What follows belongs to an exercise in optimizing a design on an open flow for small area and a short achievable clock period; a production flow would make more cautious choices. RTL that was checked went through simulation tests only; none was proved equivalent to the original. No functional check of the RTL was part of runs 1 to 9. Power and IR drop assume default switching activity.

[design/flow/config.mk]
export PLATFORM = sky130hd
export DESIGN_NAME = mfb_frame_gen_top
export DESIGN_NICKNAME = mfb_frame_gen_top
export VERILOG_FILES = /design/flow/design.v
export SDC_FILE = /design/flow/constraint.sdc
export NUM_CORES = 4
export LEC_CHECK = 0
export ABC_CLOCK_PERIOD_IN_PS = 3000
export CAP_MARGIN = 20
export CORE_AREA = 4 4 326 326
export DIE_AREA = 0 0 330 330
export SLEW_MARGIN = 20
[design/flow/constraint.sdc]
create_clock -name core_clock -period 12.0 [get_ports {CLK}]
set_input_delay 2.4000 -clock core_clock [delete_from_list [all_inputs] [get_ports {CLK}]]
set_output_delay 2.4000 -clock core_clock [all_outputs]
set_load 0.01 [all_outputs]
[design/flow/design.v]
package mfb_frame_gen_pkg;
    localparam logic [15:0] LFSR_TAPS = 16'h002D;
endpackage
module mfb_frame_gen_lfsr #(
    parameter logic [15:0] SEED = 16'hACE1
) (
    input  logic        clk,
    input  logic        reset,
    input  logic        en,
    input  logic        adv1,
    input  logic        adv2,
    output logic [15:0] ahead0,
    output logic [15:0] ahead1,
    output logic [15:0] ahead2
);
    logic [15:0] q;
    assign ahead0 = q;
    assign ahead1 = {^(ahead0 & mfb_frame_gen_pkg::LFSR_TAPS), ahead0[15:1]};
    assign ahead2 = {^(ahead1 & mfb_frame_gen_pkg::LFSR_TAPS), ahead1[15:1]};
    always_ff @(posedge clk) begin
        if (reset)     q <= SEED;
        else if (en) q <= adv2 ? ahead2 : ahead1;
    end
endmodule
module mfb_frame_gen_items (
    input  logic         clk,
    input  logic         en,
    input  logic [7:0]   base_n,
    output logic [511:0] items
);
    logic [7:0][2:0] sl_q;       
    logic [7:1]      cl_q;       
    logic [7:1]      cln_q;      
    logic [8:0][4:0] hn_q;       
    logic [8:0][4:0] hn;
    function automatic bit kept(input int m, input int k);
        if (k < 3)       kept = ((m >> k) & 1) == 0;
        else if (k == 3) kept = m != 8;
        else             kept = 1'b1;
    endfunction
    always_ff @(posedge clk) begin
        if (en) begin
            for (int j = 0; j < 8; j++) sl_q[j] <= base_n[2:0] + 3'(j);
            for (int j = 1; j < 8; j++) begin
                cl_q[j]  <= ({1'b0, base_n[2:0]} + 4'(j)) >= 4'd8;
                cln_q[j] <= ({1'b0, base_n[2:0]} + 4'(j)) <  4'd8;
            end
            for (int m = 0; m < 9; m++) hn_q[m] <= ~(base_n[7:3] + 5'(m));
        end
    end
    always_comb begin
        for (int m = 0; m < 9; m++)
            for (int k = 0; k < 5; k++)
                if (kept(m, k))  hn[m][k] = hn_q[m][k];
                else if (k < 3)  hn[m][k] = ~hn_q[m - (1 << k)][k];
                else             hn[m][k] = ~hn_q[0][k];
    end
    logic [7:0][2:0] sl;
    always_comb begin
        for (int j = 0; j < 8; j++)
            for (int k = 0; k < 3; k++)
                if (j % (2 << k) < (1 << k)) sl[j][k] = sl_q[j % (1 << k)][k];
                else                         sl[j][k] = ~sl_q[j % (1 << k)][k];
    end
    genvar i;
    generate
        for (i = 0; i < 64; i++) begin : g_item
            if (i % 8 == 0) begin : g_nc
                assign items[i*8 +: 8] = {~hn[i / 8], sl[0]};
            end else begin : g_c
                assign items[i*8 +: 8] = {~((cl_q[i % 8] ? hn[i / 8 + 1] : 5'd0) |
                                           (cln_q[i % 8] ? hn[i / 8] : 5'd0)),
                                          sl[i % 8]};
            end
        end
    endgenerate
endmodule
module mfb_frame_gen (
    input  logic          CLK,
    input  logic          RESET,
    input  logic          START,
    input  logic [31:0]   FRAMES,
    input  logic [15:0]   LEN_MIN,
    input  logic [15:0]   LEN_MAX,
    output logic          BUSY,
    output logic          DONE,
    output logic [31:0]   SENT_CNT,
    output logic [1023:0] TX_DATA,
    output logic [5:0]    TX_SOF_POS,
    output logic [11:0]   TX_EOF_POS,
    output logic [1:0]    TX_SOF,
    output logic [1:0]    TX_EOF,
    output logic          TX_SRC_RDY,
    input  logic          TX_DST_RDY
);
    logic        busy_q, done_q;
    logic        idle;
    assign idle = !busy_q && !done_q;
    logic [15:0] lm1_q;      
    logic [15:0] lx1;        
    logic [15:0] d_q;        
    logic [15:0] ws_q;       
    logic        le64_q;     
    logic        le128_q;    
    logic [31:0] left_q;     
    logic [7:0]  fidx_q;     
    logic        in_q;       
    logic [9:0]  rr_q;       
    logic        bias_q;     
    logic [5:0]  ep_q;       
    logic [1:0]  o_q;        
    logic        last_q;     
    logic xfer, load, load_adv, adv_any;
    assign xfer = TX_SRC_RDY && TX_DST_RDY;
    assign load = busy_q && !last_q && (!TX_SRC_RDY || TX_DST_RDY);
    assign load_adv = busy_q && !last_q && adv_any && (!TX_SRC_RDY || TX_DST_RDY);
    logic [15:0] v0, v1, v2;
    logic        adv1, adv2;
    mfb_frame_gen_lfsr #(.SEED(16'hACE1)) lfsr_i (
        .clk    (CLK),
        .reset  (RESET),
        .en     (load_adv),
        .adv1   (adv1),
        .adv2   (adv2),
        .ahead0 (v0),
        .ahead1 (v1),
        .ahead2 (v2)
    );
    function automatic logic [15:0] smear4(input logic [15:0] d);
        logic [15:0] m;
        for (int k = 0; k < 16; k++) begin
            m[k] = d[k];
            for (int i = k + 1; i < (k / 4) * 4 + 4; i++) m[k] = m[k] | d[i];
        end
        smear4 = m;
    endfunction
    logic [15:0] mask;
    always_comb begin
        for (int k = 0; k < 16; k++) begin
            mask[k] = ws_q[k];
            for (int g = k / 4 + 1; g < 4; g++) mask[k] = mask[k] | ws_q[4 * g];
        end
    end
    logic [15:0] x0, x1, t0, t1;
    logic        sat0, sat1;
    assign x0   = v0 & mask;
    assign x1   = v1 & mask;
    assign sat0 = x0 > d_q;
    assign sat1 = x1 > d_q;
    assign lx1  = lm1_q + d_q;
    assign t0   = sat0 ? lx1 : lm1_q + x0;
    assign t1   = sat1 ? lx1 : lm1_q + x1;
    logic lm1_hi6, lm1_hi7;
    assign lm1_hi6 = lm1_q[15:6] == 10'd0;
    assign lm1_hi7 = lm1_q[15:7] == 9'd0;
    logic [6:0] s0lo, s1lo;
    assign s0lo = {1'b0, lm1_q[5:0]} + {1'b0, x0[5:0]};
    assign s1lo = {1'b0, lm1_q[5:0]} + {1'b0, x1[5:0]};
    logic [7:0] s0lo7;
    assign s0lo7 = {1'b0, lm1_q[6:0]} + {1'b0, x0[6:0]};
    logic one0, one1, two0;
    assign one0 = sat0 ? le64_q  : (lm1_hi6 && x0[15:6] == 10'd0 && !s0lo[6]);
    assign one1 = sat1 ? le64_q  : (lm1_hi6 && x1[15:6] == 10'd0 && !s1lo[6]);
    assign two0 = sat0 ? le128_q : (lm1_hi7 && x0[15:7] == 9'd0 && !s0lo7[7]);
    logic        left_hi0, left_nz, left_ge2, left_eq1, left_eq2;
    assign left_hi0 = left_q[31:2] == 30'd0;
    assign left_ge2 = !left_hi0 || left_q[1];
    assign left_nz  = left_ge2 || left_q[0];
    assign left_eq1 = left_hi0 && !left_q[1] && left_q[0];
    assign left_eq2 = left_hi0 && left_q[1] && !left_q[0];
    logic [30:0] left_dec;
    logic [31:0] left_m1, left_m2;
    assign left_dec = left_q[31:1] - 31'd1;
    assign left_m1  = left_q[0] ? {left_q[31:1], 1'b0} : {left_dec, 1'b1};
    assign left_m2  = {left_dec, left_q[0]};
    logic        c_eof0, c_eof1;
    assign c_eof0 = bias_q ? (rr_q == 10'd1) : (rr_q == 10'd2);
    assign c_eof1 = bias_q ? (rr_q == 10'd2) : (rr_q == 10'd3);
    assign adv_any = !in_q || (c_eof0 && left_nz);
    logic        sof0, sof1, eof0, eof1;
    logic [5:0]  ep0, ep1;
    logic [7:0]  b0, b1;
    logic        in_n;
    logic [9:0]  rr_n;
    logic        bias_n;
    logic [5:0]  ep_n;
    logic [1:0]  o_n;
    logic [7:0]  fidx_n;
    logic        last_n;
    logic [31:0] left_n;
    logic [7:0]  fidx_p1, fidx_p2;
    logic [6:0] fidx_inc;
    assign fidx_inc = fidx_q[7:1] + 7'd1;
    assign fidx_p1  = fidx_q[0] ? {fidx_inc, 1'b0} : {fidx_q[7:1], 1'b1};
    assign fidx_p2  = {fidx_inc, fidx_q[0]};
    always_comb begin
        sof0 = !in_q;
        if (in_q) begin
            eof0 = c_eof0;
            ep0  = ep_q;
            b0   = {fidx_q[7:6] + o_q, fidx_q[5:0]};
        end else begin
            eof0 = one0;
            ep0  = t0[5:0];
            b0   = fidx_q;
        end
        in_n   = 1'b0;
        fidx_n = fidx_p1;
        sof1   = 1'b0;
        eof1   = 1'b0;
        ep1    = ep0;
        b1     = {b0[7:6] + 2'd1, b0[5:0]};
        if (!eof0) begin
            eof1   = in_q ? c_eof1 : two0;
            rr_n   = in_q ? rr_q - 10'd2 : t0[15:6];
            bias_n = in_q && bias_q;
            ep_n   = ep0;
            o_n    = (in_q ? o_q : 2'd0) + 2'd2;
            if (!eof1) begin
                in_n   = 1'b1;
                fidx_n = fidx_q;
            end
        end else begin
            sof1   = in_q ? left_nz : left_ge2;
            b1     = fidx_p1;
            ep1    = in_q ? t0[5:0] : t1[5:0];
            rr_n   = in_q ? t0[15:6] : t1[15:6];
            bias_n = 1'b1;
            ep_n   = ep1;
            o_n    = 2'd1;
            if (sof1) begin
                eof1 = in_q ? one0 : one1;
                if (!eof1) begin
                    in_n   = 1'b1;
                    fidx_n = fidx_p1;
                end else begin
                    fidx_n = fidx_p2;
                end
            end
        end
        adv1   = sof0 ^ sof1;
        adv2   = sof0 & sof1;
        left_n = adv2 ? left_m2 : left_m1;
        if (adv2)      last_n = !in_n && left_eq2;
        else if (adv1) last_n = !in_n && left_eq1;
        else           last_n = !in_n && !left_nz;
    end
    always_ff @(posedge CLK) begin
        if (RESET) begin
            busy_q <= 1'b0;
            done_q <= 1'b0;
        end else if (idle) begin
            busy_q <= START && (FRAMES != 32'd0);
            done_q <= START && (FRAMES == 32'd0);
        end else if (done_q) begin
            done_q <= 1'b0;
        end else if (xfer && last_q) begin
            busy_q <= 1'b0;
            done_q <= 1'b1;
        end
    end
    logic [30:0] sent_inc;
    assign sent_inc = SENT_CNT[31:1] + 31'd1;
    always_ff @(posedge CLK) begin
        if (RESET)                 SENT_CNT <= 32'd0;
        else if (idle && START)    SENT_CNT <= 32'd0;
        else if (xfer) begin
            if (TX_EOF[1] & TX_EOF[0])
                SENT_CNT <= {sent_inc, SENT_CNT[0]};
            else if (TX_EOF[1] ^ TX_EOF[0])
                SENT_CNT <= SENT_CNT[0] ? {sent_inc, 1'b0} : {SENT_CNT[31:1], 1'b1};
        end
    end
    always_ff @(posedge CLK) begin
        if (RESET)     TX_SRC_RDY <= 1'b0;
        else if (load) TX_SRC_RDY <= 1'b1;
        else if (xfer) TX_SRC_RDY <= 1'b0;
    end
    logic [15:0] diff;
    logic        span;
    assign diff = LEN_MAX - LEN_MIN;
    assign span = LEN_MIN < LEN_MAX;
    always_ff @(posedge CLK) begin
        if (idle) begin
            lm1_q   <= LEN_MIN - 16'd1;
            d_q     <= span ? diff : 16'd0;
            ws_q    <= span ? smear4(diff) : 16'd0;
            le64_q  <= LEN_MAX <= 16'd64;
            le128_q <= LEN_MAX <= 16'd128;
            left_q  <= FRAMES;
            fidx_q  <= 8'd0;
            in_q    <= 1'b0;
            last_q  <= 1'b0;
        end else begin
            if (load_adv) left_q <= left_n;
            if (load) begin
                fidx_q <= fidx_n;
                in_q   <= in_n;
                last_q <= last_n;
                rr_q   <= rr_n;
                bias_q <= bias_n;
                ep_q   <= ep_n;
                o_q    <= o_n;
            end
        end
    end
    always_ff @(posedge CLK) begin
        if (load) begin
            TX_SOF     <= {sof1, sof0};
            TX_EOF     <= {eof1, eof0};
            TX_EOF_POS <= {ep1, ep0};
        end
    end
    assign BUSY       = busy_q;
    assign DONE       = done_q;
    assign TX_SOF_POS = 6'd0;
    mfb_frame_gen_items items0_i (.clk(CLK), .en(load), .base_n(b0), .items(TX_DATA[511:0]));
    mfb_frame_gen_items items1_i (.clk(CLK), .en(load), .base_n(b1), .items(TX_DATA[1023:512]));
endmodule
module mfb_frame_gen_top (
    input  logic          CLK,
    input  logic          RESET,
    input  logic          START,
    input  logic [31:0]   FRAMES,
    input  logic [15:0]   LEN_MIN,
    input  logic [15:0]   LEN_MAX,
    output logic          BUSY,
    output logic          DONE,
    output logic [31:0]   SENT_CNT,
    output logic [1023:0] TX_DATA,
    output logic [5:0]    TX_SOF_POS,
    output logic [11:0]   TX_EOF_POS,
    output logic [1:0]    TX_SOF,
    output logic [1:0]    TX_EOF,
    output logic          TX_SRC_RDY,
    input  logic          TX_DST_RDY
);
    mfb_frame_gen gen_i (
        .CLK        (CLK),
        .RESET      (RESET),
        .START      (START),
        .FRAMES     (FRAMES),
        .LEN_MIN    (LEN_MIN),
        .LEN_MAX    (LEN_MAX),
        .BUSY       (BUSY),
        .DONE       (DONE),
        .SENT_CNT   (SENT_CNT),
        .TX_DATA    (TX_DATA),
        .TX_SOF_POS (TX_SOF_POS),
        .TX_EOF_POS (TX_EOF_POS),
        .TX_SOF     (TX_SOF),
        .TX_EOF     (TX_EOF),
        .TX_SRC_RDY (TX_SRC_RDY),
        .TX_DST_RDY (TX_DST_RDY)
    );
endmodule
[design/flow/flow/run.sh]
#!/bin/bash
set -euo pipefail
bash standard.sh \
  "BUFFER_PORTS_ARGS=-buffer_cell sky130_fd_sc_hd__buf_1" \
  SETUP_SLACK_MARGIN=7.3 \
  finish > make.log 2>&1
[design/flow/standard.sh]
#!/bin/bash
# synth_recipe.tcl (not shown) runs the flow's synth.tcl, then flattens the netlist and writes it again
# the make line also repeats each setting of config.mk as NAME=value (left out here)
make -C /OpenROAD-flow-scripts/flow DESIGN_CONFIG=/design/flow/config.mk WORK_HOME=/design/flow/orfs CLKGATE_MAP_FILE= SYNTH_SCRIPT=/design/flow/synth_recipe.tcl "${@:-finish}"
==> impl_metrics.toml, run 1 <==
[timing]
min_period_ns = 4.90
finalSetupViolCount = 0
hold_viol = 0
rsz0062_at_grt = "true"
timing.final.crit_share_pct = 40.8
relSlewSlack_pct = 22.4
tightestPinTransition_ns = 1.13
setup_tns_ns = 0
clock-skew-final_ns = 0.0330
holdWs_ns = 0.523
slew_violations = 0
clock.fmax_mhz = 204

[critical_path]
crit_type = "register to primary output"
required_ns = 9.60
startpoint = "gen_i.items1_i.hn_q[40]"
cpMaxStageDelayCell = "mux2i_1"
r2r_slack_ns = 7.39
critPathLaunchType = "register"
endpoint_kind = "primary output"
crit_fanout = 19
rr_endpoint = "gen_i.items1_i.hn_q[29]"
max_stage_delay_ns = 0.98
cp.arrival_ns = 2.50
r2r_cells = 18
regToRegStartpoint = "gen_i.ws_q[12]"
path_cells = "buf_4, mux2i_1, buf_1"

[finish]
areaGrowthSynthToFinish_pct = 14.8
mostFrequentLayoutCells = "buf_1 (1,128), a22oi_1 (377), edfxtp_1 (203)"
mostFrequentLayoutCell = "buf_1"
drive_above_1_share_pct = 9.05
nets = 3571

[clocking]
clk_path_buf_depth = 3
clk_latency_ns = 0.58
h-tree-depth = 1
path_clk_slew_ns = 0.06
cts_root_buffer = "clkbuf_16"
postCtsHoldBufs = 0
cts_made_buffers = 27
cts_tree = "done"
clock_sinks = 264

[die]
die_w_um = 330
die_h_um = 330
initial_core_util_pct = 24.0
rows = 117
die_area_um2 = 109000
num_io_pins = 1149
core_um2 = 102000

[detailed_routing]
vias = 24600
drt_first_pass_iters = 9
routedWlPerCell_um = 28.2
routed_wl_mm = 134
antenna_left = 0
viasPerCell = 5.15
route.detailed.drc = 0
drtIter0Drc = 3456

[placed_design]
gp_congestion = 0.986
hpwl_mm = 106
port_buffers = 1142

[synthesis]
ys_ff_latch = 264
yosys.area.top_type = "edfxtp_1"
synthArstFlopShare_pct = 0
synth_edf_count = 203
syn-cell-area_um2 = 24600
synthCells = 2812
avgSynthCellArea_um2 = 8.74
yosysWarnings = 3
synth_top_area_share_pct = 24.8
yosys-top-cells-area = "edfxtp_1 (25%), buf_4 (17%), a22oi_1 (12%), ha_1 (6.4%), dfxtp_1 (5.0%)"
synth_seq_area_share_pct = 29.8
synth_cell_type_count = 91
synth_ff_type = "edfxtp_1"

[pwr]
clkPwrFrac_pct = 26.5
peakVddDrop_v = 0.000112
p_sw_w = 0.00132
p_leak_nw = 10.6
p_seq_share_pct = 35.7
cellPowerDensity_nw_per_um2 = 121
swShare_pct = 38.6
comb_power_share_pct = 37.9
p_int_w = 0.00209

[min_path]
worstHoldStart = "gen_i.SENT_CNT[7]"
worstHoldEndpoint = "gen_i.SENT_CNT[7]"
hp-class = "register to register"
hold_depth = 2

[global_route]
antenna_found_initial = 16
grt_pass1_wl_mm = 175
overflow = 0
grtUsageTotal_pct = 22.6
grt_max_degree = 83
grt_pass1_vias = 21500

[flow_run]
maxCapViolCount = 0

[run_status]
status = "timing/DRC/antenna clean"
[layout make-up]
cell class              count  area [µm²]
clock inverters            17         208
diodes                     13        32.5
flip-flops and latches    264        7320
clock buffers              31         733
well taps                1368        1710
fillers                 11000       74100
inverters                 165         649
repair buffers           1271        5360
multi-input cells        1644       12200
[synth_stat cells, drive strengths merged (9+ instances only)]
cell type,count
nand2,133
nor2b,22
a211oi,25
nor3,37
dfxtp,61
a31oi,11
a22oi,394
and2,18
inv,163
o21ai,110
o31ai,9
nand2b,17
a21o,21
ha,126
or2,10
nor2,139
xor2,50
edfxtp,203
o21a,26
or3,20
o211ai,13
clkbuf,168
mux2i,63
nor4,30
mux2,10
buf,577
xnor2,130
a211o,10
nand3,34
a21oi,72
nand4,20
[per-layer routing]
layer  GRT usage [%]  part of all wire [%]
met5            1.11                  0.15
met2            35.2                    45
met3            7.90                    11
met1            29.3                    41
met4            7.21                   3.5
[sequential cells by signal, indices dropped and copies added, names as in the netlist, 8 cells and up]
signal and count:
gen_i.left_q 32, gen_i.rr_q 10, gen_i.SENT_CNT 32, gen_i.TX_EOF_POS 12
gen_i.items1_i.hn_q 24, gen_i.lfsr_i.q 16, gen_i.fidx_q 8, gen_i.d_q 12
gen_i.ws_q 16, gen_i.items0_i.hn_q 24, gen_i.lm1_q 16
[power groups by stage]
stage / clock (W) / combinational (W) / sequential (W)
after floorplan: 0 / 0.000918 / 0.00119
after global placement: 0 / 0.00121 / 0.00124
after CTS: 0.000924 / 0.00126 / 0.00121
after detailed placement: 0 / 0.00122 / 0.00124
after global routing: 0.000956 / 0.00140 / 0.00122
final: 0.000902 / 0.00129 / 0.00122
[per-stage QoR]
stage | total power [W] | worst slack, ns | cells | instance area, µm² | util [%]
after floorplan | 0.00211 | 6.23 | 2817 | 24700 | -
after global placement | 0.00245 | 6.27 | 4654 | 26300 | 25.7
after detailed placement | 0.00246 | 6.19 | 4655 | 26400 | 25.8
after CTS | 0.00339 | 7.07 | 4739 | 27800 | 27.2
after global routing | 0.00358 | 7.15 | 4764 | 28200 | 27.6
final | 0.00341 | 7.10 | 4773 | 28200 | 27.6
[what timing repair did]
action                                  in CTS  in global routing
gates cloned                                 1                  0
gates resized for setup                     56                 39
pin swaps                                    9                 16
endpoints found under the setup margin     305                 83
setup buffers                               35                 21
[logic make-up (layout without fill, tap and decap cells)]
| family | count (synthesis) | count (layout) | synth area share (%) |
|---|---|---|---|
| XOR/XNOR | 180 | 180 | 6.47 |
| other | 1 | 19 | 0.0153 |
| buffers and inverters | 910 | 1484 | 22.5 |
| AND/OR/NAND/NOR | 504 | 504 | 9.93 |
| flip-flops | 264 | 264 | 29.8 |
| AO/OA/AOI/OAI | 748 | 749 | 21.5 |
| multiplexers | 73 | 73 | 3.04 |
| adder cells (fa/ha/maj) | 132 | 132 | 6.82 |
[worst max-delay path, delay by kind of cell (launching register included)]
family,cells,cell delay (ns)
flops,1,0.32
buf+inv,2,0.62
mux,1,0.98
[how the worst max path moves through the flow]
stage	to	slack, ns	cells past startpoint
6_report	TX_DATA[779]	7.10	3
2_1_floorplan	gen_i.left_q[10]	6.23	6
5_1_grt	TX_DATA[651]	7.15	3
4_1_cts	TX_DATA[308]	7.07	3
3_3_place_gp	gen_i.left_q[12]	6.27	14
3_5_place_dp	gen_i.left_q[12]	6.19	14
==> inputs of run 2 (changes only) <==
==> design/flow/flow/run.sh (replaced) <==
#!/bin/bash
set -euo pipefail
bash standard.sh \
  "BUFFER_PORTS_ARGS=-buffer_cell sky130_fd_sc_hd__buf_1" \
  SETUP_SLACK_MARGIN=7.1 \
  finish > make.log 2>&1
==> run 2 against run 1 <==
- hold slack worse by 0.037 ns
- sequential share of layout area increased by 0.51 points
- combinational power barely moved
- clock skew shrank 0.0081 ns
- still clean
- clock power shrank 8.3%
- highest routed layer unchanged
- wire length increased by 0.43%
==> impl_metrics.toml, run 2 <==
[synthesis]
yosysWarnings = 3
synth_cell_type_count = 91
synthCells = 2812
yosys.cell_count.top_type = "buf_4"
ys_ff_latch = 264
yosys-top-cells-area = "edfxtp_1 (25%), buf_4 (17%), a22oi_1 (12%), ha_1 (6.4%), dfxtp_1 (5.0%)"
syn-cell-area_um2 = 24600
avgSynthCellArea_um2 = 8.74
yosys.area.top_type = "edfxtp_1"
synth_edf_count = 203
synth_top_area_share_pct = 24.8
synthTopCellsByCount = "buf_4 (553), a22oi_1 (394), edfxtp_1 (203)"
synth_ff_type = "edfxtp_1"
synth_seq_area_share_pct = 29.8
synthArstFlopShare_pct = 0

[pwr]
cellPowerDensity_nw_per_um2 = 120
p_seq_share_pct = 36.9
swShare_pct = 39.6
p_int_w = 0.00200
comb_power_share_pct = 38.1
p_sw_w = 0.00131
peakVddDrop_v = 0.0000828
p_leak_nw = 10.4
clkPwrFrac_pct = 25.0

[finish]
nets = 3544
final_area_um2 = 27700
nFillCells = 11100
top_regs = "gen_i.SENT_CNT (32), gen_i.left_q (32)"
regArea_um2 = 7320
final_util_pct = 27.0
drive_above_1_share_pct = 7.28
mostFrequentLayoutCells = "buf_1 (1,130), a22oi_1 (388), edfxtp_1 (203)"
areaGrowthSynthToFinish_pct = 12.6
multi_input_area_um2 = 12000
mostFrequentLayoutCell = "buf_1"

[min_path]
hp-class = "register to register"

[die]
core_um2 = 102000
rows = 117
num_io_pins = 1149
die_h_um = 330
initial_core_util_pct = 24.0
die_w_um = 330
die_area_um2 = 109000

[clocking]
clock_sinks = 264
clk_path_buf_depth = 3
h-tree-depth = 1
clk_latency_ns = 0.58
cts_made_buffers = 27
cts_tree = "done"
path_clk_slew_ns = 0.06
cts_root_buffer = "clkbuf_16"

[critical_path]
crit_type = "register to primary output"
required_ns = 9.60
critPathLaunchType = "register"
cp.arrival_ns = 2.52
max_stage_delay_ns = 0.54
crit_fanout = 16
critical_path.top_delay_family = "buffers and inverters"
cp.buffers_inverters = 3
path_cells = "buf_4, inv_1, a22oi_1, buf_1"
cpMaxStageDelayCell = "buf_1"
endpoint_kind = "primary output"

[detailed_routing]
dr_wl_met2_mm = 59.5
vias = 24500
routedWlPerCell_um = 28.5
highest_layer = "met5"
drt_first_pass_iters = 9
antenna_left = 0
routed_wl_mm = 135
viasPerCell = 5.18
dr_wl_met3_mm = 16.2
wl_met1_mm = 52.3
drtIter0Drc = 3136
route.detailed.drc = 0

[run_status]
status = "timing/DRC/antenna clean"

[placed_design]
hpwl_mm = 107
gp_congestion = 1.00
placed_area_um2 = 26300
port_buffers = 1142

[global_route]
overflow = 0
grt_max_degree = 83
antenna_found_initial = 16
grtUsageTotal_pct = 22.8
grt_pass1_wl_mm = 176
grt_pass1_vias = 21900

[timing]
min_period_ns = 4.92
timing.final.crit_share_pct = 41.0
rsz0062_at_grt = "true"
tightestPinTransition_ns = 1.18
slew_violations = 0
hold_viol = 0
clock.fmax_mhz = 203
relSlewSlack_pct = 18.8
clock-skew-final_ns = 0.0249
finalSetupViolCount = 0
setup_tns_ns = 0

[flow_run]
maxCapViolCount = 0
==> run 2: cell counts after synthesis <==
Identical to the previous run, type by type.
==> run 2: worst register-to-register path, cell delays in order (launching register included) <==
cell,delay (ns)
edfxtp_1,0.47
or2_1,0.39
and2_1,0.23
ha_1,0.27
nand4_1,0.06
or3_1,0.42
or4_4,0.62
inv_1,0.17
nor2_1,0.18
a311oi_1,0.56
a21boi_2,0.16
a22oi_1,0.79
mux2i_1,0.27
nor2_1,0.05
==> run 2: final timing paths <==
check,from,cells past startpoint,slack (ns),endpoint
hold reg to reg,gen_i.last_q,1,0.49,gen_i.last_q
setup reg to reg,gen_i.ws_q[12],13,7.27,gen_i.fidx_q[2]
setup / recovery,gen_i.items1_i.hn_q[17],4,7.08,TX_DATA[997]
hold / removal,gen_i.last_q,1,0.49,gen_i.last_q
==> run 2: routing by layer <==
| metal | vias to the layer above | GRT usage (%) |
|---|---|---|
| met1 | 11900 | 28.7 |
| met2 | 1758 | 35.0 |
| met4 | 14 | 10.2 |
| li1 | 10600 | - |
| met3 | 279 | 8.14 |
| met5 | - | 1.60 |
==> run 2: logic make-up (layout without fill, tap and decap cells) <==
group	Yosys count	after routing	share of synthesized area [%]
AO/OA/AOI/OAI	748	749	21.5
XOR/XNOR	180	180	6.47
adder cells (fa/ha/maj)	132	132	6.82
buffers and inverters	910	1457	22.5
flip-flops	264	264	29.8
multiplexers	73	73	3.04
other	1	12	0.0153
AND/OR/NAND/NOR	504	504	9.93
==> run 2: cell type report <==
class	count	share of cell area, %
multi-input cells	1644	43.5
flip-flops and latches	264	26.4
repair buffers	1244	18.4
well taps	1368	6.19
clock buffers	33	2.60
inverters	165	2.33
clock inverters	15	0.461
diodes	6	0.0543
==> run 2: timing repair <==
item                       CTS  global route
resized for setup           38            18
hold buffers                 0             0
pin swaps                    5            11
setup endpoints to repair  283            66
setup buffers               19            14
gates cloned                 1             0
==> run 2: metrics by stage <==
stage                     worst slack, ns  hold slack (ns)  total power (W)  std cells
after floorplan                      6.23            0.446          0.00211       2817
after global placement               6.15            0.468          0.00245       4649
after detailed placement             6.11            0.472          0.00246       4650
after CTS                            7.09            0.486          0.00330       4718
after global routing                 7.10            0.514          0.00347       4736
final                                7.08            0.486          0.00331       4739
==> run 2: power by group through the flow <==
stage / Clock, W / Sequential, W / Combinational, W
2_1_floorplan: 0 / 0.00119 / 0.000915
3_3_place_gp: 0 / 0.00124 / 0.00121
3_5_place_dp: 0 / 0.00124 / 0.00122
4_1_cts: 0.000844 / 0.00122 / 0.00124
5_1_grt: 0.000872 / 0.00123 / 0.00137
6_report: 0.000827 / 0.00122 / 0.00126
==> inputs of run 3 (changes only) <==
==> design/flow/flow/run.sh (replaced) <==
#!/bin/bash
# The standard ORFS layout (standard.sh, with the standard synthesis), with
#  - the smallest buffer on the ports,
#  - the TX_DATA pins that one register or gate drives placed side by side
#    (place_pins -group_pins), so that those nets stay short, and
set -euo pipefail

# Item i of region r is TX_DATA[(r*64+i)*8 +: 8]. Bit b < 3 of an item comes
# from a register (or its complement) shared by the items with the same
# i mod 2^b; bit 3 is shared by the items with the same i mod 16 (as i/8 mod
# 2, i mod 8) and bit 4 by those with the same i mod 32.
groups=""
group() {  # $1: bit, $2: modulus; one group per residue
    local r=$3 b=$1 n=$2 g i list
    for ((g = 0; g < n; g++)); do
        list=""
        for ((i = g; i < 64; i += n)); do
            list+=" TX_DATA[$(( (r * 64 + i) * 8 + b ))]"
        done
        groups+=" -group_pins {${list# }}"
    done
}
for r in 0 1; do
    group 0 1 $r
    group 1 2 $r
    group 2 4 $r
    group 3 16 $r
    group 4 32 $r
done

bash standard.sh \
  "BUFFER_PORTS_ARGS=-buffer_cell sky130_fd_sc_hd__buf_1" \
  "PLACE_PINS_ARGS=${groups# }" \
  SETUP_SLACK_MARGIN=7.3 \
  finish > make.log 2>&1
==> run 3 against run 2 <==
- the run now fails in I/O pin placement
- synthesized cell count unchanged
- area after synthesis unchanged
==> impl_metrics.toml, run 3 <==
[synthesis]
yosys.cell_count.top_type = "buf_4"
synth_xor_area_share_pct = 6.47
synth_fa_ha_area_share_pct = 6.82
synth_edf_count = 203
syn-cell-area_um2 = 24600
synth_seq_area_share_pct = 29.8
yosys.area.top_type = "edfxtp_1"
synth_top_family_by_area = "buffers and inverters"
synth-simple-area-share_pct = 9.93
avgSynthCellArea_um2 = 8.74
synth_ff_type = "edfxtp_1"
ys_ff_latch = 264
synthArstFlopShare_pct = 0
synth_cell_type_count = 91
synth_top_area_share_pct = 24.8
muxShareOfSynthArea_pct = 3.04
synthCells = 2812
synth-compound-area-share_pct = 21.5
yosys-top-cells-area = "edfxtp_1 (25%), buf_4 (17%), a22oi_1 (12%), ha_1 (6.4%), dfxtp_1 (5.0%)"
yosysWarnings = 3
synthTopCellsByCount = "buf_4 (553), a22oi_1 (394), edfxtp_1 (203)"

[run_status]
lastStage = "I/O pin placement"
status = "did not finish"
error = "[ERROR PPL-0086] Pin group of size 4 was not assigned."

[die]
die_h_um = 330
rows = 117
die_w_um = 330
initial_core_util_pct = 24.0
run 3: cell counts after synthesis:
No cell type changed its count.
run 3: kinds of logic after synthesis:
| kind of cell | Yosys count |
|---|---|
| compound gates | 748 |
| other cells | 1 |
| buf+inv | 910 |
| flops | 264 |
| mux | 73 |
| xor+xnor | 180 |
| simple gates | 504 |
| fa+ha+maj | 132 |
==> inputs of run 4 (changes only) <==
--- a/design/flow/config.mk
+++ b/design/flow/config.mk
@@ -7,6 +7,6 @@
 export LEC_CHECK = 0
 export ABC_CLOCK_PERIOD_IN_PS = 3000
 export CAP_MARGIN = 20
-export CORE_AREA = 4 4 326 326
-export DIE_AREA = 0 0 330 330
+export CORE_AREA = 4 4 366 366
+export DIE_AREA = 0 0 370 370
 export SLEW_MARGIN = 20
==> run 4 against run 3 <==
- synthesized cell count is the same
- area after synthesis unchanged
- the run again fails in I/O pin placement
==> impl_metrics.toml, run 4 <==
[synthesis]
yosysWarnings = 3
synth_edf_count = 203
synth_top_area_share_pct = 24.8
syn-cell-area_um2 = 24600
yosys-top-cells-area = "edfxtp_1 (25%), buf_4 (17%), a22oi_1 (12%), ha_1 (6.4%), dfxtp_1 (5.0%)"
yosys.area.top_type = "edfxtp_1"
avgSynthCellArea_um2 = 8.74
synthCells = 2812
ys_ff_latch = 264
synth_ff_type = "edfxtp_1"
synth_cell_type_count = 91
synthArstFlopShare_pct = 0
yosys.cell_count.top_type = "buf_4"
synthTopCellsByCount = "buf_4 (553), a22oi_1 (394), edfxtp_1 (203)"
synth_seq_area_share_pct = 29.8

[run_status]
status = "did not finish"
lastStage = "I/O pin placement"
error = "[ERROR PPL-0086] Pin group of size 64 was not assigned."

[die]
initial_core_util_pct = 18.9
die_h_um = 370
rows = 132
die_w_um = 370
run 4: cell counts after synthesis:
Identical to the previous run, type by type.
run 4: logic make-up after synthesis:
| group | share of synthesized area [%] |
|---|---|
| AOI/OAI and AO/OA | 21.5 |
| xor gates and xnor gates | 6.47 |
| adders and majority gates | 6.82 |
| buffers and inverters | 22.5 |
| DFF | 29.8 |
| muxes | 3.04 |
| other | 0.0153 |
| and+or+nand+nor | 9.93 |
==> inputs of run 5 (changes only) <==
--- a/design/flow/flow/run.sh
+++ b/design/flow/flow/run.sh
@@ -8,7 +8,7 @@
 # Item i of region r is TX_DATA[(r*64+i)*8 +: 8]. Bit b < 3 of an item comes
 # from a register (or its complement) shared by the items with the same
 # i mod 2^b; bit 3 is shared by the items with the same i mod 16 (as i/8 mod
-# 2, i mod 8) and bit 4 by those with the same i mod 32.
+# 2, i mod 8) and bit 4 by those with the same i mod 32; only the groups for bits 0-2 are made here.
 groups=""
 group() {  # $1: bit, $2: modulus; one group per residue
     local r=$3 b=$1 n=$2 g i list
@@ -24,8 +24,8 @@
     group 0 1 $r
     group 1 2 $r
     group 2 4 $r
-    group 3 16 $r
-    group 4 32 $r
+    :
+    :
 done
 
 bash standard.sh \
--- a/design/flow/config.mk
+++ b/design/flow/config.mk
@@ -7,6 +7,6 @@
 export LEC_CHECK = 0
 export ABC_CLOCK_PERIOD_IN_PS = 3000
 export CAP_MARGIN = 20
-export CORE_AREA = 4 4 366 366
-export DIE_AREA = 0 0 370 370
+export CORE_AREA = 4 4 326 326
+export DIE_AREA = 0 0 330 330
 export SLEW_MARGIN = 20
==> run 5 against run 4 <==
- the flow again stops in I/O pin placement
- area after synthesis stayed put
- synthesized cell count is the same
==> impl_metrics.toml, run 5 <==
[die]
die_w_um = 330
die_h_um = 330
rows = 117
initial_core_util_pct = 24.0

[run_status]
lastStage = "I/O pin placement"
status = "did not finish"
error = "[ERROR PPL-0086] Pin group of size 64 was not assigned."

[synthesis]
synthArstFlopShare_pct = 0
avgSynthCellArea_um2 = 8.74
synth_cell_type_count = 91
yosysWarnings = 3
synthCells = 2812
ys_ff_latch = 264
syn-cell-area_um2 = 24600
synth_seq_area_share_pct = 29.8
synth_top_area_share_pct = 24.8
synth_ff_type = "edfxtp_1"
synth_edf_count = 203
yosys.area.top_type = "edfxtp_1"
yosys-top-cells-area = "edfxtp_1 (25%), buf_4 (17%), a22oi_1 (12%), ha_1 (6.4%), dfxtp_1 (5.0%)"
yosys.cell_count.top_type = "buf_4"
synthTopCellsByCount = "buf_4 (553), a22oi_1 (394), edfxtp_1 (203)"
[run 5: cell counts after synthesis]
Identical to the previous run, type by type.
[run 5: cell families after synthesis]
kind of cell | count (synthesis) | synth area share (%)
buffers and inverters | 910 | 22.5
AO/OA/AOI/OAI | 748 | 21.5
AND/OR/NAND/NOR | 504 | 9.93
flip-flops | 264 | 29.8
XOR/XNOR | 180 | 6.47
adder cells (fa/ha/maj) | 132 | 6.82
multiplexers | 73 | 3.04
other | 1 | 0.0153
==> inputs of run 6 (changes only) <==
--- a/design/flow/flow/run.sh
+++ b/design/flow/flow/run.sh
@@ -11,13 +11,20 @@
 # 2, i mod 8) and bit 4 by those with the same i mod 32; only the groups for bits 0-2 are made here.
 groups=""
 group() {  # $1: bit, $2: modulus; one group per residue
-    local r=$3 b=$1 n=$2 g i list
+    local r=$3 b=$1 n=$2 g i k list
     for ((g = 0; g < n; g++)); do
         list=""
+        k=0
         for ((i = g; i < 64; i += n)); do
             list+=" TX_DATA[$(( (r * 64 + i) * 8 + b ))]"
+            # at most 16 pins a group, which place_pins can always fit
+            if (( ++k == 16 )); then
+                groups+=" -group_pins {${list# }}"
+                list=""
+                k=0
+            fi
         done
-        groups+=" -group_pins {${list# }}"
+        if [[ -n $list ]]; then groups+=" -group_pins {${list# }}"; fi
     done
 }
 for r in 0 1; do
==> run 6 against run 5 <==
- the run now finishes clean
- area after synthesis unchanged
- synthesized cell count unchanged
==> impl_metrics.toml, run 6 <==
[die]
core_um2 = 102000
die_h_um = 330
die_area_um2 = 109000
num_io_pins = 1149
die_w_um = 330
initial_core_util_pct = 24.0
rows = 117

[flow_run]
maxCapViolCount = 0

[detailed_routing]
viasPerCell = 5.07
routedWlPerCell_um = 26.8
route.detailed.drc = 0
vias = 24300
drt_first_pass_iters = 6
routed_wl_mm = 128
antenna_left = 0
drtIter0Drc = 2738

[synthesis]
yosysWarnings = 3
yosys.area.top_type = "edfxtp_1"
avgSynthCellArea_um2 = 8.74
ys_ff_latch = 264
yosys-top-cells-area = "edfxtp_1 (25%), buf_4 (17%), a22oi_1 (12%), ha_1 (6.4%), dfxtp_1 (5.0%)"
synthCells = 2812
synthTopCellsByCount = "buf_4 (553), a22oi_1 (394), edfxtp_1 (203)"
synth_seq_area_share_pct = 29.8
yosys.cell_count.top_type = "buf_4"
syn-cell-area_um2 = 24600
synth_cell_type_count = 91
synth_edf_count = 203
synth_ff_type = "edfxtp_1"
synthArstFlopShare_pct = 0
synth_top_area_share_pct = 24.8

[placed_design]
dpl_worst_slack_ns = 6.35
placed_area_um2 = 26300
hpwl_mm = 101
port_buffers = 1142
gp_congestion = 1.02

[timing]
hold_viol = 0
slew_violations = 0
min_period_ns = 4.72
finalSetupViolCount = 0
clock-skew-final_ns = 0.0199
relSlewSlack_pct = 19.9
setup_tns_ns = 0
timing.final.crit_share_pct = 39.3
worst_slack_ns = 7.28
tightestPinTransition_ns = 1.20
clock.fmax_mhz = 212
rsz0062_at_grt = "true"

[finish]
final_area_um2 = 28600
areaGrowthSynthToFinish_pct = 16.3
nets = 3581
mostFrequentLayoutCells = "buf_1 (1,125), a22oi_1 (382), edfxtp_1 (203)"
mostFrequentLayoutCell = "buf_1"
top_regs = "gen_i.SENT_CNT (32), gen_i.left_q (32)"
drive_above_1_share_pct = 9.29

[pwr]
p_leak_nw = 10.8
peakVddDrop_v = 0.0000960
cellPowerDensity_nw_per_um2 = 126

[critical_path]
endpoint_kind = "primary output"
required_ns = 9.60
cp.arrival_ns = 2.32
critPathLaunchType = "register"
crit_type = "register to primary output"
r2r_slack_ns = 7.40
crit_fanout = 15

[clocking]
h-tree-depth = 2
cts_made_buffers = 36
clk_latency_ns = 0.56
clock_sinks = 264
cts_root_buffer = "clkbuf_16"
cts_tree = "done"
postCtsHoldBufs = 0
path_clk_slew_ns = 0.06
clk_path_buf_depth = 3

[min_path]
hp-class = "register to register"

[global_route]
grt_pass1_wl_mm = 169
grtUsageTotal_pct = 21.7
overflow = 0
antenna_found_initial = 8
grt_max_degree = 86
grt_pass1_vias = 21700

[run_status]
status = "timing/DRC/antenna clean"
==> run 6: repair_timing <==
item	4_1_cts	5_1_grt
setup buffers	47	20
cloned	2	2
resized for setup	57	39
hold endpoints to repair	0	0
pin swaps	10	13
endpoints found under the setup margin	374	109
==> run 6: cell type report <==
class	instances	area [µm²]
Clock inverter	14	161
Antenna cell	4	10.0
Tap cell	1368	1710
Sequential cell	264	7320
Multi-Input combinational cell	1645	12200
Timing Repair Buffer	1271	5500
Fill cell	11000	73700
Inverter	165	642
Clock buffer	52	1030
==> run 6: worst paths after layout <==
check | start | end | cells after the start
max reg2reg | gen_i.ws_q[12] | gen_i.items1_i.hn_q[39] | 18
max | gen_i.items1_i.hn_q[40] | TX_DATA[1003] | 4
min | gen_i.SENT_CNT[7] | gen_i.SENT_CNT[7] | 2
min reg2reg | gen_i.SENT_CNT[7] | gen_i.SENT_CNT[7] | 2
==> run 6: report_power, final <==
part | internal (W) | total (W) | switching, W
clock network | 0.000646 | 0.00109 | 0.000442
registers | 0.00111 | 0.00123 | 0.000121
logic | 0.000467 | 0.00128 | 0.000808
total | 0.00222 | 0.00359 | 0.00137
==> run 6: through the flow <==
step           hold slack, ns  utilization, %  instances  total power (W)
2_1_floorplan           0.446               -       2817          0.00211
3_3_place_gp            0.486            25.7       4642          0.00244
3_5_place_dp            0.501            25.7       4642          0.00244
4_1_cts                 0.509            27.6       4757          0.00359
5_1_grt                 0.543            27.9       4782          0.00379
6_report                0.511            27.9       4783          0.00359
==> run 6: kinds of logic (layout without fill, tap and decap cells) <==
logic type                 after synthesis  count (layout)  synth area share (%)
adders and majority gates              132             132                  6.82
other                                    1              10                0.0153
buffers and inverters                  910            1502                  22.5
and+or+nand+nor                        504             505                  9.93
muxes                                   73              73                  3.04
AOI/OAI and AO/OA                      748             749                  21.5
DFF                                    264             264                  29.8
xor gates and xnor gates               180             180                  6.47
==> run 6: per-layer routing <==
metal | up-vias | routed length [µm] | GRT usage (%)
li1 | 10700 | - | -
met1 | 11700 | 49300 | 26.6
met2 | 1643 | 59300 | 35.0
met3 | 265 | 14800 | 8.13
met4 | 7 | 4520 | 7.25
met5 | - | 354 | 1.60
==> run 6: worst max-delay path: stages (launching register included) <==
cell	delay [ns]
edfxtp_1	0.38
buf_12	0.18
buf_4	0.15
mux2i_1	0.65
buf_1	0.39
==> inputs of run 7 (changes only) <==
--- a/design/flow/flow/run.sh
+++ b/design/flow/flow/run.sh
@@ -8,7 +8,7 @@
 # Item i of region r is TX_DATA[(r*64+i)*8 +: 8]. Bit b < 3 of an item comes
 # from a register (or its complement) shared by the items with the same
 # i mod 2^b; bit 3 is shared by the items with the same i mod 16 (as i/8 mod
-# 2, i mod 8) and bit 4 by those with the same i mod 32; only the groups for bits 0-2 are made here.
+# 2, i mod 8) and bit 4 by those with the same i mod 32; only the groups for bits 0-3 are made here.
 groups=""
 group() {  # $1: bit, $2: modulus; one group per residue
     local r=$3 b=$1 n=$2 g i k list
@@ -31,7 +31,7 @@
     group 0 1 $r
     group 1 2 $r
     group 2 4 $r
-    :
+    group 3 16 $r
     :
 done
 
==> run 7 against run 6 <==
- the run now fails in I/O pin placement
- area after synthesis stayed put
- synthesized cell count stayed put
==> impl_metrics.toml, run 7 <==
[synthesis]
synth_seq_area_share_pct = 29.8
synth_top_area_share_pct = 24.8
synth_cell_type_count = 91
synth_edf_count = 203
yosys-top-cells-area = "edfxtp_1 (25%), buf_4 (17%), a22oi_1 (12%), ha_1 (6.4%), dfxtp_1 (5.0%)"
synthArstFlopShare_pct = 0
ys_ff_latch = 264
synth_ff_type = "edfxtp_1"
synthCells = 2812
avgSynthCellArea_um2 = 8.74
yosysWarnings = 3
syn-cell-area_um2 = 24600
yosys.area.top_type = "edfxtp_1"
yosys.cell_count.top_type = "buf_4"
synthTopCellsByCount = "buf_4 (553), a22oi_1 (394), edfxtp_1 (203)"

[die]
initial_core_util_pct = 24.0
die_w_um = 330
die_h_um = 330
rows = 117

[run_status]
lastStage = "I/O pin placement"
status = "did not finish"
error = "[ERROR PPL-0086] Pin group of size 16 was not assigned."
[run 7: cell counts after synthesis]
Identical to the previous run, type by type.
[run 7: cells by family after synthesis]
| kind of cell | count (synthesis) | share of synthesized area [%] |
|---|---|---|
| AND/OR/NAND/NOR | 504 | 9.93 |
| adder cells (fa/ha/maj) | 132 | 6.82 |
| XOR/XNOR | 180 | 6.47 |
| other | 1 | 0.0153 |
| AO/OA/AOI/OAI | 748 | 21.5 |
| flip-flops | 264 | 29.8 |
| buffers and inverters | 910 | 22.5 |
| multiplexers | 73 | 3.04 |
==> inputs of run 8 (changes only) <==
--- a/design/flow/flow/run.sh
+++ b/design/flow/flow/run.sh
@@ -8,7 +8,7 @@
 # Item i of region r is TX_DATA[(r*64+i)*8 +: 8]. Bit b < 3 of an item comes
 # from a register (or its complement) shared by the items with the same
 # i mod 2^b; bit 3 is shared by the items with the same i mod 16 (as i/8 mod
-# 2, i mod 8) and bit 4 by those with the same i mod 32; only the groups for bits 0-3 are made here.
+# 2, i mod 8) and bit 4 by those with the same i mod 32.
 groups=""
 group() {  # $1: bit, $2: modulus; one group per residue
     local r=$3 b=$1 n=$2 g i k list
@@ -32,7 +32,7 @@
     group 1 2 $r
     group 2 4 $r
     group 3 16 $r
-    :
+    group 4 32 $r
 done
 
 bash standard.sh \
--- a/design/flow/config.mk
+++ b/design/flow/config.mk
@@ -7,6 +7,6 @@
 export LEC_CHECK = 0
 export ABC_CLOCK_PERIOD_IN_PS = 3000
 export CAP_MARGIN = 20
-export CORE_AREA = 4 4 326 326
-export DIE_AREA = 0 0 330 330
+export CORE_AREA = 4 4 366 366
+export DIE_AREA = 0 0 370 370
 export SLEW_MARGIN = 20
==> run 8 against run 7 <==
- the flow again stops in I/O pin placement
- area after synthesis stayed put
- synthesized cell count is the same
==> impl_metrics.toml, run 8 <==
[run_status]
status = "did not finish"
lastStage = "I/O pin placement"
error = "[ERROR PPL-0086] Pin group of size 16 was not assigned."

[die]
rows = 132
die_w_um = 370
die_h_um = 370
initial_core_util_pct = 18.9

[synthesis]
synth_xor_area_share_pct = 6.47
yosys-top-cells-area = "edfxtp_1 (25%), buf_4 (17%), a22oi_1 (12%), ha_1 (6.4%), dfxtp_1 (5.0%)"
yosysWarnings = 3
synth-simple-area-share_pct = 9.93
synthCells = 2812
synth_fa_ha_area_share_pct = 6.82
ys_ff_latch = 264
synthArstFlopShare_pct = 0
synth-compound-area-share_pct = 21.5
synth_seq_area_share_pct = 29.8
yosys.area.top_type = "edfxtp_1"
syn-cell-area_um2 = 24600
yosys.cell_count.top_type = "buf_4"
synthTopCellsByCount = "buf_4 (553), a22oi_1 (394), edfxtp_1 (203)"
synth_top_area_share_pct = 24.8
avgSynthCellArea_um2 = 8.74
synth_top_family_by_area = "buffers and inverters"
synth_cell_type_count = 91
muxShareOfSynthArea_pct = 3.04
synth_edf_count = 203
synth_ff_type = "edfxtp_1"
[run 8: cell counts after synthesis]
No cell type changed its count.
[run 8: kinds of logic after synthesis]
family | Yosys count
flip-flops | 264
AND/OR/NAND/NOR | 504
XOR/XNOR | 180
other | 1
buffers and inverters | 910
AO/OA/AOI/OAI | 748
multiplexers | 73
adder cells (fa/ha/maj) | 132
==> inputs of run 9 (changes only) <==
--- a/design/flow/flow/run.sh
+++ b/design/flow/flow/run.sh
@@ -8,7 +8,7 @@
 # Item i of region r is TX_DATA[(r*64+i)*8 +: 8]. Bit b < 3 of an item comes
 # from a register (or its complement) shared by the items with the same
 # i mod 2^b; bit 3 is shared by the items with the same i mod 16 (as i/8 mod
-# 2, i mod 8) and bit 4 by those with the same i mod 32.
+# 2, i mod 8) and bit 4 by those with the same i mod 32. place_pins anneals (-annealing) to fit the groups.
 groups=""
 group() {  # $1: bit, $2: modulus; one group per residue
     local r=$3 b=$1 n=$2 g i k list
@@ -37,6 +37,6 @@
 
 bash standard.sh \
   "BUFFER_PORTS_ARGS=-buffer_cell sky130_fd_sc_hd__buf_1" \
-  "PLACE_PINS_ARGS=${groups# }" \
+  "PLACE_PINS_ARGS=-annealing ${groups# }" \
   SETUP_SLACK_MARGIN=7.3 \
   finish > make.log 2>&1
--- a/design/flow/config.mk
+++ b/design/flow/config.mk
@@ -7,6 +7,6 @@
 export LEC_CHECK = 0
 export ABC_CLOCK_PERIOD_IN_PS = 3000
 export CAP_MARGIN = 20
-export CORE_AREA = 4 4 366 366
-export DIE_AREA = 0 0 370 370
+export CORE_AREA = 4 4 326 326
+export DIE_AREA = 0 0 330 330
 export SLEW_MARGIN = 20
==> run 9 against run 8 <==
- the flow again stops in I/O pin placement
- area after synthesis unchanged
- synthesized cell count unchanged
==> impl_metrics.toml, run 9 <==
[run_status]
status = "did not finish"
lastStage = "I/O pin placement"
error = "[ERROR PPL-0107] Invalid pin placement."

[synthesis]
synth_edf_count = 203
synth_ff_type = "edfxtp_1"
synth_cell_type_count = 91
yosysWarnings = 3
avgSynthCellArea_um2 = 8.74
synth_top_area_share_pct = 24.8
syn-cell-area_um2 = 24600
synthArstFlopShare_pct = 0
yosys-top-cells-area = "edfxtp_1 (25%), buf_4 (17%), a22oi_1 (12%), ha_1 (6.4%), dfxtp_1 (5.0%)"
yosys.area.top_type = "edfxtp_1"
synthTopCellsByCount = "buf_4 (553), a22oi_1 (394), edfxtp_1 (203)"
ys_ff_latch = 264
yosys.cell_count.top_type = "buf_4"
synthCells = 2812
synth_seq_area_share_pct = 29.8

[die]
initial_core_util_pct = 24.0
rows = 117
die_w_um = 330
die_h_um = 330
## run 9: cell counts after synthesis
Identical to the previous run, type by type.
## run 9: cell families after synthesis
family	share of synthesized area [%]
adder cells (fa/ha/maj)	6.82
XOR/XNOR	6.47
AND/OR/NAND/NOR	9.93
buffers and inverters	22.5
multiplexers	3.04
other	0.0153
flip-flops	29.8
AO/OA/AOI/OAI	21.5
==> inputs of run 10 (changes only) <==
--- a/design/flow/design.v
+++ b/design/flow/design.v
@@ -103,6 +103,7 @@
     logic        le64_q;     
     logic        le128_q;    
     logic [31:0] left_q;     
+    logic [1:0]  lag_q;      
     logic [7:0]  fidx_q;     
     logic        in_q;       
     logic [9:0]  rr_q;       
@@ -162,12 +163,14 @@
     assign one0 = sat0 ? le64_q  : (lm1_hi6 && x0[15:6] == 10'd0 && !s0lo[6]);
     assign one1 = sat1 ? le64_q  : (lm1_hi6 && x1[15:6] == 10'd0 && !s1lo[6]);
     assign two0 = sat0 ? le128_q : (lm1_hi7 && x0[15:7] == 9'd0 && !s0lo7[7]);
-    logic        left_hi0, left_nz, left_ge2, left_eq1, left_eq2;
-    assign left_hi0 = left_q[31:2] == 30'd0;
-    assign left_ge2 = !left_hi0 || left_q[1];
-    assign left_nz  = left_ge2 || left_q[0];
-    assign left_eq1 = left_hi0 && !left_q[1] && left_q[0];
-    assign left_eq2 = left_hi0 && left_q[1] && !left_q[0];
+    logic        left_small, left_nz, left_ge2, left_eq1, left_eq2;
+    logic [2:0]  left_lo;
+    assign left_small = left_q[31:3] == 29'd0;
+    assign left_lo    = left_q[2:0];
+    assign left_nz    = !left_small || left_lo > {1'b0, lag_q};
+    assign left_ge2   = !left_small || left_lo >= {1'b0, lag_q} + 3'd2;
+    assign left_eq1   = left_small && left_lo == {1'b0, lag_q} + 3'd1;
+    assign left_eq2   = left_small && left_lo == {1'b0, lag_q} + 3'd2;
     logic [30:0] left_dec;
     logic [31:0] left_m1, left_m2;
     assign left_dec = left_q[31:1] - 31'd1;
@@ -187,7 +190,6 @@
     logic [1:0]  o_n;
     logic [7:0]  fidx_n;
     logic        last_n;
-    logic [31:0] left_n;
     logic [7:0]  fidx_p1, fidx_p2;
     logic [6:0] fidx_inc;
     assign fidx_inc = fidx_q[7:1] + 7'd1;
@@ -240,7 +242,6 @@
         end
         adv1   = sof0 ^ sof1;
         adv2   = sof0 & sof1;
-        left_n = adv2 ? left_m2 : left_m1;
         if (adv2)      last_n = !in_n && left_eq2;
         else if (adv1) last_n = !in_n && left_eq1;
         else           last_n = !in_n && !left_nz;
@@ -288,11 +289,14 @@
             le64_q  <= LEN_MAX <= 16'd64;
             le128_q <= LEN_MAX <= 16'd128;
             left_q  <= FRAMES;
+            lag_q   <= 2'd0;
             fidx_q  <= 8'd0;
             in_q    <= 1'b0;
             last_q  <= 1'b0;
         end else begin
-            if (load_adv) left_q <= left_n;
+            if (lag_q == 2'd2)      left_q <= left_m2;
+            else if (lag_q == 2'd1) left_q <= left_m1;
+            lag_q <= load ? {adv2, adv1} : 2'd0;
             if (load) begin
                 fidx_q <= fidx_n;
                 in_q   <= in_n;
--- a/design/flow/flow/run.sh
+++ b/design/flow/flow/run.sh
@@ -8,7 +8,7 @@
 # Item i of region r is TX_DATA[(r*64+i)*8 +: 8]. Bit b < 3 of an item comes
 # from a register (or its complement) shared by the items with the same
 # i mod 2^b; bit 3 is shared by the items with the same i mod 16 (as i/8 mod
-# 2, i mod 8) and bit 4 by those with the same i mod 32. place_pins anneals (-annealing) to fit the groups.
+# 2, i mod 8) and bit 4 by those with the same i mod 32; only the groups for bits 0-2 are made here.
 groups=""
 group() {  # $1: bit, $2: modulus; one group per residue
     local r=$3 b=$1 n=$2 g i k list
@@ -31,12 +31,12 @@
     group 0 1 $r
     group 1 2 $r
     group 2 4 $r
-    group 3 16 $r
-    group 4 32 $r
+    :
+    :
 done
 
 bash standard.sh \
   "BUFFER_PORTS_ARGS=-buffer_cell sky130_fd_sc_hd__buf_1" \
-  "PLACE_PINS_ARGS=-annealing ${groups# }" \
+  "PLACE_PINS_ARGS=${groups# }" \
   SETUP_SLACK_MARGIN=7.3 \
   finish > make.log 2>&1
==> run 10 against run 9 <==
- now clean on timing, DRC and antenna
- synthesized cell count up 1.8%
- area after synthesis up 1.6%
==> impl_metrics.toml, run 10 <==
[run_status]
status = "timing/DRC/antenna clean"

[clocking]
cts_root_buffer = "clkbuf_16"
clk_latency_ns = 0.59
cts_made_buffers = 29
clk_path_buf_depth = 3
postCtsHoldBufs = 0
cts_tree = "done"
path_clk_slew_ns = 0.06
clock_sinks = 265
h-tree-depth = 1

[critical_path]
required_ns = 9.60
r2r_cells = 16
max_stage_delay_ns = 0.81
crit_fanout = 30
crit_type = "register to primary output"
path_cells = "buf_4, mux2i_1, buf_1"
endpoint_kind = "primary output"
critPathLaunchType = "register"
cp.arrival_ns = 2.35
cpMaxStageDelayCell = "mux2i_1"

[die]
initial_core_util_pct = 24.4
rows = 117
die_area_um2 = 109000
core_um2 = 102000
die_h_um = 330
die_w_um = 330
num_io_pins = 1149

[detailed_routing]
antenna_left = 0
routed_wl_mm = 141
vias = 25100
routedWlPerCell_um = 29.4
viasPerCell = 5.20
drt_first_pass_iters = 8
drtIter0Drc = 3393
route.detailed.drc = 0

[timing]
min_period_ns = 4.75
slew_violations = 0
timing.final.crit_share_pct = 39.6
clock-skew-final_ns = 0.0273
clock.fmax_mhz = 211
worst_slack_ns = 7.25
hold_viol = 0
finalSetupViolCount = 0
rsz0062_at_grt = "true"
relSlewSlack_pct = 21.1
tightestPinTransition_ns = 1.18
setup_tns_ns = 0

[synthesis]
yosys.area.top_type = "edfxtp_1"
yosys-top-cells-area = "edfxtp_1 (24%), buf_4 (17%), a22oi_1 (12%), ha_1 (6.2%), dfxtp_1 (5.1%)"
synth_ff_type = "edfxtp_1"
synth_top_area_share_pct = 24.3
yosysWarnings = 3
ys_ff_latch = 265
synth_edf_count = 202
syn-cell-area_um2 = 25000
yosys.cell_count.top_type = "buf_4"
synthTopCellsByCount = "buf_4 (556), a22oi_1 (393), edfxtp_1 (202)"
synth_cell_type_count = 90
synth_seq_area_share_pct = 29.3
avgSynthCellArea_um2 = 8.72
synthCells = 2864
synthArstFlopShare_pct = 0

[global_route]
antenna_found_initial = 5
grt_pass1_vias = 22300
grt_pass1_wl_mm = 183
overflow = 0
grt_max_degree = 75
grtUsageTotal_pct = 23.9

[finish]
nets = 3615
mostFrequentLayoutCells = "buf_1 (1,116), a22oi_1 (382), edfxtp_1 (202)"
areaGrowthSynthToFinish_pct = 14.5
nFillCells = 11000
top_regs = "gen_i.SENT_CNT (32), gen_i.left_q (32)"
mostFrequentLayoutCell = "buf_1"
drive_above_1_share_pct = 8.77

[pwr]
p_leak_nw = 10.7
cellPowerDensity_nw_per_um2 = 120
peakVddDrop_v = 0.000111

[min_path]
hold_depth = 2
hp-class = "register to register"

[placed_design]
port_buffers = 1142
gp_congestion = 0.982
dpl_worst_slack_ns = 6.50
hpwl_mm = 112

[flow_run]
maxCapViolCount = 0
==> run 10: path summary, 6_finish.rpt <==
kind / from / to / slack, ns
max reg2reg: gen_i.ws_q[8] / gen_i.items1_i.hn_q[29] / 7.49
min reg2reg: gen_i.SENT_CNT[6] / gen_i.SENT_CNT[6] / 0.51
min: gen_i.SENT_CNT[6] / gen_i.SENT_CNT[6] / 0.51
max: gen_i.items1_i.cln_q[4] / TX_DATA[547] / 7.25
==> run 10: area by class of cell <==
type,count,area [µm²],area share (%)
Multi-Input combinational cell,1683,12500,43.6
Sequential cell,265,7330,25.6
Timing Repair Buffer,1271,5490,19.2
Tap cell,1368,1710,5.99
Clock buffer,45,837,2.93
Inverter,169,672,2.35
Clock inverter,9,63.8,0.223
Antenna cell,3,7.51,0.0263
Timing Repair inverter,1,5.00,0.0175
==> run 10: layer usage <==
| layer | share of wire (%) | vias up | GRT usage (%) |
|---|---|---|---|
| met4 | 4.0 | 0 | 7.78 |
| met3 | 12 | 315 | 9.00 |
| met2 | 45 | 1782 | 38.4 |
| li1 | - | 10800 | - |
| met5 | 0 | - | 0 |
| met1 | 39 | 12100 | 29.6 |
==> run 10: metrics by stage <==
stage,hold slack (ns),total power (W),instance area [µm²],std cells,utilization [%]
global placement,0.484,0.00252,26600,4687,26.0
global route,0.520,0.00360,28600,4812,27.9
finish,0.512,0.00343,28600,4814,27.9
floorplan,0.432,0.00215,25000,2869,-
detailed placement,0.492,0.00252,26700,4693,26.1
CTS,0.506,0.00343,28400,4801,27.8
==> run 10: timing repair <==
| item | in CTS | in global routing |
|---|---|---|
| pin swaps | 5 | 3 |
| setup endpoints to repair | 351 | 61 |
| gates resized for setup | 68 | 25 |
| setup buffers | 53 | 9 |
| gates cloned | 1 | 0 |
==> run 10: cells by family (layout without fill, tap and decap cells) <==
group,Yosys count,in the layout,share of synthesized area (%)
muxes,78,78,3.28
buffers and inverters,921,1495,22.3
other,1,9,0.0150
xor gates and xnor gates,181,181,6.43
adders and majority gates,127,127,6.49
and+or+nand+nor,535,535,10.4
AOI/OAI and AO/OA,756,756,21.8
DFF,265,265,29.3
==> run 10: critical path, delay by kind of cell, from the launching register on <==
family | cells | cell delay [ns]
buf+inv | 2 | 0.49
flops | 1 | 0.35
mux | 1 | 0.81
==> run 10: power breakdown <==
part | switching [W] | leakage, nW | internal [W]
Combinational | 0.000846 | 7.88 | 0.000460
Clock | 0.000395 | 0.439 | 0.000482
Sequential | 0.000135 | 2.37 | 0.00111
==> inputs of run 11 (changes only) <==
--- a/design/flow/flow/run.sh
+++ b/design/flow/flow/run.sh
@@ -38,5 +38,5 @@
 bash standard.sh \
   "BUFFER_PORTS_ARGS=-buffer_cell sky130_fd_sc_hd__buf_1" \
   "PLACE_PINS_ARGS=${groups# }" \
-  SETUP_SLACK_MARGIN=7.3 \
+  SETUP_SLACK_MARGIN=7.7 \
   finish > make.log 2>&1
==> run 11 against run 10 <==
- non-clock buffer count rose by 157
- critical path type unchanged
- fmax up 7.1%
- first-iteration DRC count fell by 12%
- die area did not move
- clock power is 3.9% lower
- via count grew 1.7%
- combinational power increased by 8%
- register-to-register slack gained 0.30 ns
- largest cell class unchanged
==> impl_metrics.toml, run 11 <==
[finish]
drive_above_1_share_pct = 19.1
top_regs = "gen_i.SENT_CNT (32), gen_i.left_q (32)"
n_antenna_cell = 0
mostFrequentLayoutCell = "buf_1"
mostFrequentLayoutCells = "buf_1 (987), a22oi_1 (337), buf_4 (213)"
nets = 3771
areaGrowthSynthToFinish_pct = 26.4

[clocking]
cts_made_buffers = 27
clk_latency_ns = 0.57
clock_sinks = 265
clk_path_buf_depth = 3
h-tree-depth = 1
cts_tree = "done"
cts_root_buffer = "clkbuf_16"
path_clk_slew_ns = 0.06

[critical_path]
cpMaxStageDelayCell = "edfxtp_1"
r2r_slack_ns = 7.79
startpoint = "gen_i.items1_i.hn_q[41]"
max_stage_delay_ns = 0.47
path_cells = "buf_12, clkinvlp_4, buf_6, buf_12, a22oi_2, buf_6"
cp.arrival_ns = 2.03
cp.buffers_inverters = 5
endpoint_kind = "primary output"
critPathLaunchType = "register"
crit_fanout = 5
required_ns = 9.60
regToRegStartpoint = "gen_i.ws_q[12]"
rr_endpoint = "gen_i.rr_q[9]"
r2r_cells = 13
critical_path.top_delay_family = "buffers and inverters"
crit_type = "register to primary output"

[global_route]
grt_pass1_vias = 22700
grt_pass1_wl_mm = 181
antenna_found_initial = 4
grtUsageTotal_pct = 23.5
grt_max_degree = 69
overflow = 0

[synthesis]
syn-cell-area_um2 = 25000
yosys.area.top_type = "edfxtp_1"
synthTopCellsByCount = "buf_4 (556), a22oi_1 (393), edfxtp_1 (202)"
synth_cell_type_count = 90
synth_seq_area_share_pct = 29.3
synthCells = 2864
synth_edf_count = 202
avgSynthCellArea_um2 = 8.72
synth_top_area_share_pct = 24.3
yosys.cell_count.top_type = "buf_4"
yosysWarnings = 3
synth_ff_type = "edfxtp_1"
yosys-top-cells-area = "edfxtp_1 (24%), buf_4 (17%), a22oi_1 (12%), ha_1 (6.2%), dfxtp_1 (5.1%)"
synthArstFlopShare_pct = 0
ys_ff_latch = 265

[detailed_routing]
drt_first_pass_iters = 10
viasPerCell = 5.13
routedWlPerCell_um = 28.1
routed_wl_mm = 140
route.detailed.drc = 0
antenna_left = 0
vias = 25500
drtIter0Drc = 2995

[die]
die_w_um = 330
num_io_pins = 1149
rows = 117
core_um2 = 102000
die_area_um2 = 109000
die_h_um = 330
initial_core_util_pct = 24.4

[timing]
hold_viol = 0
rsz0062_at_grt = "true"
relSlewSlack_pct = 35.5
setup_tns_ns = 0
finalSetupViolCount = 0
timing.final.crit_share_pct = 36.9
slew_violations = 0
clock-skew-final_ns = 0.0150
clock.fmax_mhz = 226
tightestPinTransition_ns = 0.966
min_period_ns = 4.43

[min_path]
hold_depth = 2
hp-class = "register to register"
worstHoldStart = "gen_i.SENT_CNT[6]"
worstHoldEndpoint = "gen_i.SENT_CNT[6]"

[placed_design]
hpwl_mm = 109
gp_congestion = 0.989
port_buffers = 1142

[pwr]
p_sw_w = 0.00137
p_seq_share_pct = 35.1
swShare_pct = 39.4
clkPwrFrac_pct = 24.2
p_leak_nw = 12.1
comb_power_share_pct = 40.7
p_int_w = 0.00210
power.total_w = 0.00347
cellPowerDensity_nw_per_um2 = 110
peakVddDrop_v = 0.000115

[run_status]
status = "timing/DRC/antenna clean"

[flow_run]
maxCapViolCount = 0
run 11: changes by cell type in the layout (fill, tap and decap cells not counted), sizes merged:
cell / before / now
buf: 1262 / 1405
bufinv: 0 / 2
clkbuf: 54 / 56
clkinv: 9 / 10
clkinvlp: 9 / 19
diode: 3 / 0
inv: 161 / 155
run 11: per-layer routing:
layer | up-vias | GRT usage [%] | part of all wire, %
li1 | 11200 | - | -
met1 | 12300 | 28.4 | 37
met2 | 1693 | 37.6 | 46
met3 | 293 | 9.26 | 12
met4 | 4 | 8.84 | 3.9
met5 | - | 1.95 | 0.23
run 11: timing repair:
item | 4_1_cts | 5_1_grt
resized for setup | 324 | 273
buffers inserted | 173 | 43
pin swaps | 28 | 51
endpoints found under the setup margin | 778 | 346
hold buffers | 0 | 0
gates cloned | 5 | 2
run 11: through the flow:
| step | area, µm² | hold slack [ns] | setup slack, ns | instances | utilization (%) |
|---|---|---|---|---|---|
| floorplan | 25100 | 0.432 | 7.40 | 2869 | - |
| global route | 31600 | 0.532 | 7.57 | 4963 | 30.8 |
| CTS | 30400 | 0.503 | 7.58 | 4918 | 29.7 |
| global placement | 26600 | 0.495 | 6.74 | 4689 | 26.0 |
| finish | 31600 | 0.509 | 7.57 | 4963 | 30.8 |
| detailed placement | 26700 | 0.493 | 6.73 | 4692 | 26.1 |
run 11: area by class of cell:
cell class                      count  area (µm²)
Clock buffer                       33         698
Clock inverter                     15         151
Fill cell                       10800       70800
Inverter                          169         714
Multi-Input combinational cell   1683       13000
Sequential cell                   265        7330
Tap cell                         1368        1710
Timing Repair Buffer             1428        7940
Timing Repair inverter              2        15.0
run 11: logic make-up after synthesis:
| group | Yosys count | share of synthesized area (%) |
|---|---|---|
| simple gates | 535 | 10.4 |
| flops | 265 | 29.3 |
| buf+inv | 921 | 22.3 |
| fa+ha+maj | 127 | 6.49 |
| mux | 78 | 3.28 |
| other cells | 1 | 0.0150 |
| compound gates | 756 | 21.8 |
| xor+xnor | 181 | 6.43 |
run 11: how the worst max path moves through the flow:
stage                           endpoint  slack, ns  cells after the start
after floorplan           gen_i.ws_q[12]       7.40                     13
after global placement      gen_i.last_q       6.74                      8
after detailed placement    gen_i.last_q       6.73                      8
after CTS                   TX_DATA[491]       7.58                      4
after global routing        TX_DATA[604]       7.57                      6
final                       TX_DATA[604]       7.57                      6
run 11: power by group through the flow:
| stage | Combinational [W] | Sequential, W | Clock [W] |
|---|---|---|---|
| 6_report | 0.00141 | 0.00122 | 0.000843 |
| 5_1_grt | 0.00152 | 0.00123 | 0.000896 |
| 4_1_cts | 0.00134 | 0.00122 | 0.000862 |
| 3_5_place_dp | 0.00123 | 0.00127 | 0 |
| 3_3_place_gp | 0.00122 | 0.00127 | 0 |
| 2_1_floorplan | 0.000959 | 0.00120 | 0 |
run 11: worst min-delay path, delay by kind of cell, from the launching register on:
| kind | cells | cell delay (ns) |
|---|---|---|
| flip-flops | 1 | 0.33 |
| AO/OA/AOI/OAI | 2 | 0.13 |

Re-timed with assumed drivers on the ports (clkbuf_16 on the clock, buf_2 on other inputs), run 11 has 7.511 ns of setup slack against 7.568 ns with ideal ports, and 7.081 ns once port delays also move by the mid clock arrival of 0.623 ns.
